Background: an optimization exercise with open tools, aiming at small area, a short achievable clock period and few clock cycles per item. Do not read the settings as production practice.
Function was checked by simulation only, so behaviour that the tests miss may differ from the original.
The clock port is modelled as an ideal driver; clocking choices that lean on that would not hold on a real chip.
Power is estimated from default activity; no workload was simulated.

==> flow/design.v (excerpt) <==
module ooo_top (
    input  wire        clk,
    input  wire        rst,
    input  wire        issue_valid,
    input  wire [31:0] issue_instr,
    output wire        issue_ready,
    output wire        result0_valid,
    output wire [3:0]  result0_tag,
    output wire [31:0] result0_data,
    output wire [3:0]  result0_rd,
    output wire        result1_valid,
    output wire [3:0]  result1_tag,
    output wire [31:0] result1_data,
    output wire [3:0]  result1_rd
);
Size: ~4400 cells after synthesis, roughly 900 flip-flops, about 120 I/O pins, about 50000 um^2 of cells after synthesis.
export LEC_CHECK = 0
export CAP_MARGIN = 20
export CORE_MARGIN = 2
export CORE_UTILIZATION = 70
export SLEW_MARGIN = 20
create_clock -name core_clock -period 10.0 [get_ports {clk}]
standard.sh (not shown) runs the stock make flow with config.mk's settings and CLKGATE_MAP_FILE= SYNTH_SCRIPT=/design/flow/synth_recipe.tcl, a recipe that flattens the netlist after the stock synthesis.
==> flow/flow/run.sh <==
#!/bin/bash
# The standard layout (the standard.sh: unchanged synthesis and steps),
# with some ORFS settings changed through the environment:
#  - timing repair is asked for 6.4 ns of setup slack at the design's 10 ns
#    clock, so that it sizes the critical paths for a shorter achieved period
#    (the constraints themselves are not touched), and works on the worst
#    10% of the violating endpoints only;
#  - clock tree synthesis inserts no dummy loads and clusters up to 20
#    sinks within 80 um per leaf buffer;
#  - every input and output port still gets a buffer, a buf_2.
set -o pipefail
{
    echo "== standard.sh as given"
    cat standard.sh
    echo "== config.mk as given"
    cat config.mk
} > flow_inputs.log 2>&1
export SETUP_SLACK_MARGIN=6.4
export TNS_END_PERCENT=10
export CTS_ARGS="-sink_clustering_enable -repair_clock_nets -dont_use_dummy_load -sink_clustering_size 20 -sink_clustering_max_diameter 80"
export BUFFER_PORTS_ARGS="-buffer_cell sky130_fd_sc_hd__buf_2"
bash standard.sh > standard.log 2>&1
rc=$?
grep -h "repair_timing\|clock_tree_synthesis\|buffer_ports\|RSZ-002[78]" orfs/logs/*/*/*/*.log > flow_cmds.log 2>&1
exit $rc
Testbench counts at the start, summed over its fixed seeds: cycles 20,774, instrs 20,000.
Rerun with:
--- a/flow/design.v
+++ b/flow/design.v
@@ -1793,16 +1793,17 @@
     logic        e_and;
     logic        e_or;
     logic        e_xor;
     logic [3:0]  e_rd;
     logic [3:0]  e_tag;
     logic [31:0] e_a;
     logic [31:0] e_b;
     logic [31:0] ma;
+    logic [31:0] mb;
     logic [15:0] mb_one;
     logic [15:0] mb_two;
     logic [15:0] mb_neg;
     logic        m_v;
     logic [3:0]  m_rd;
     logic [3:0]  m_tag;
     logic [31:0] m_p;
     logic [31:0] rf [16];
@@ -1893,38 +1894,19 @@
                           m_v && m_rd == ir_rs, m_p,
                           r0_v && r0_rd == ir_rs, r0_d,
                           p1 && r1_rd == ir_rs, r1_d);
     assign rt_val = rd_op(rf_rt,
                           e_alu && e_rd == ir_rt, alu_res,
                           m_v && m_rd == ir_rt, m_p,
                           r0_v && r0_rd == ir_rt, r0_d,
                           p1 && r1_rd == ir_rt, r1_d);
-    logic [15:0] bo_one;
-    logic [15:0] bo_two;
-    logic [15:0] bo_neg;
-    booth_enc benc (
-        .b   (rt_val),
-        .one (bo_one),
-        .two (bo_two),
-        .neg (bo_neg)
-    );
-    logic [15:0] sh_one;
-    logic [15:0] sh_two;
-    always_comb begin
-        for (int j = 0; j < 16; j++) begin
-            sh_one[j] = rt_val[4:0] == 5'(2 * j);
-            sh_two[j] = rt_val[4:0] == 5'(2 * j + 1);
-        end
-    end
     always_ff @(posedge clk) begin
-        ma     <= rs_val;
-        mb_one <= (ir_op == OP_SLL) ? sh_one : bo_one;
-        mb_two <= (ir_op == OP_SLL) ? sh_two : bo_two;
-        mb_neg <= (ir_op == OP_SLL) ? 16'd0 : bo_neg;
+        ma <= rs_val;
+        mb <= (ir_op == OP_SLL) ? (32'd1 << rt_val[4:0]) : rt_val;
     end
     always_ff @(posedge clk) begin
         if (rst) e_v <= 1'b0;
         else     e_v <= adv;
     end
     always_ff @(posedge clk) begin
         e_mul <= ir_op == OP_MUL || ir_op == OP_SLL;
         e_add <= ir_op == OP_ADD || ir_op == OP_SUB || ir_op == OP_ADDI;
@@ -1933,24 +1915,32 @@
         e_or  <= ir_op == OP_OR;
         e_xor <= ir_op == OP_XOR;
         e_rd  <= ir_rd;
         e_tag <= ir_tag;
         e_a   <= rs_val;
         e_b   <= (ir_op == OP_ADDI) ? {{16{ir_lo[15]}}, ir_lo[15:0]}
                                     : (rt_val ^ {32{ir_sub}});
     end
+    logic [32:0] sum_x;
     logic [31:0] sum;
-    assign sum = e_a + e_b + {31'd0, e_cin};
+    assign sum_x = {e_a, e_cin} + {e_b, e_cin};
+    assign sum   = sum_x[32:1];
     always_comb begin
         alu_res = ({32{e_add}} & sum)
                 | ({32{e_and}} & (e_a & e_b))
                 | ({32{e_or}}  & (e_a | e_b))
                 | ({32{e_xor}} & (e_a ^ e_b));
     end
+    booth_enc benc (
+        .b   (mb),
+        .one (mb_one),
+        .two (mb_two),
+        .neg (mb_neg)
+    );
     mul_lo32 mul (
         .clk (clk),
         .a     (ma),
         .b_one (mb_one),
         .b_two (mb_two),
         .b_neg (mb_neg),
         .p     (m_p)
     );
Result:
- worst setup slack improves by 0.12 ns
- routed wire length increases by 1.3%
- die area hardly moves
- maximum frequency climbs by 2.9%
- sequential share of layout area drops by 0.47 points
- clock skew is higher by 0.031 ns
- area after synthesis stays flat
- via count climbs by 1.3%
- sequential power came out lower by about 1%
- utilization is lower by 0.25 points
- worst hold slack gains 0.0063 ns
Testbench counts after the change, summed over its fixed seeds: cycles 20,774, instrs 20,000.

-- re-timing with driven ports --
How much do the figures lean on ideal ports? The routed layouts below were timed once more, with nothing changed but the port constraints.
Step 1: set_driving_cell puts a clkbuf_16 on clk and a buf_2 on each other input, an assumption about the parent block.
Step 2 moves the port delays by t, midway between the first and last clock arrival at a register: inputs arrive t later, outputs are due t later. That takes back most of the time a late clock gives input paths.
Slacks: no drivers / after step 1 / after step 2; pairs: no drivers / after step 1.
| run | t (ns) | setup slack, ns | worst setup path at the end | latest minus earliest clock arrival (ns) | cell pins on the clock port's net |
|---|---|---|---|---|---|
| the first run | 0.702 | 5.944 / 5.944 / 5.944 | register to register | 0.075 / 0.075 | 1 |
| the second run | 0.703 | 6.059 / 6.059 / 6.059 | register to register | 0.106 / 0.105 | 1 |
After both steps setup and hold are still met in every run listed.
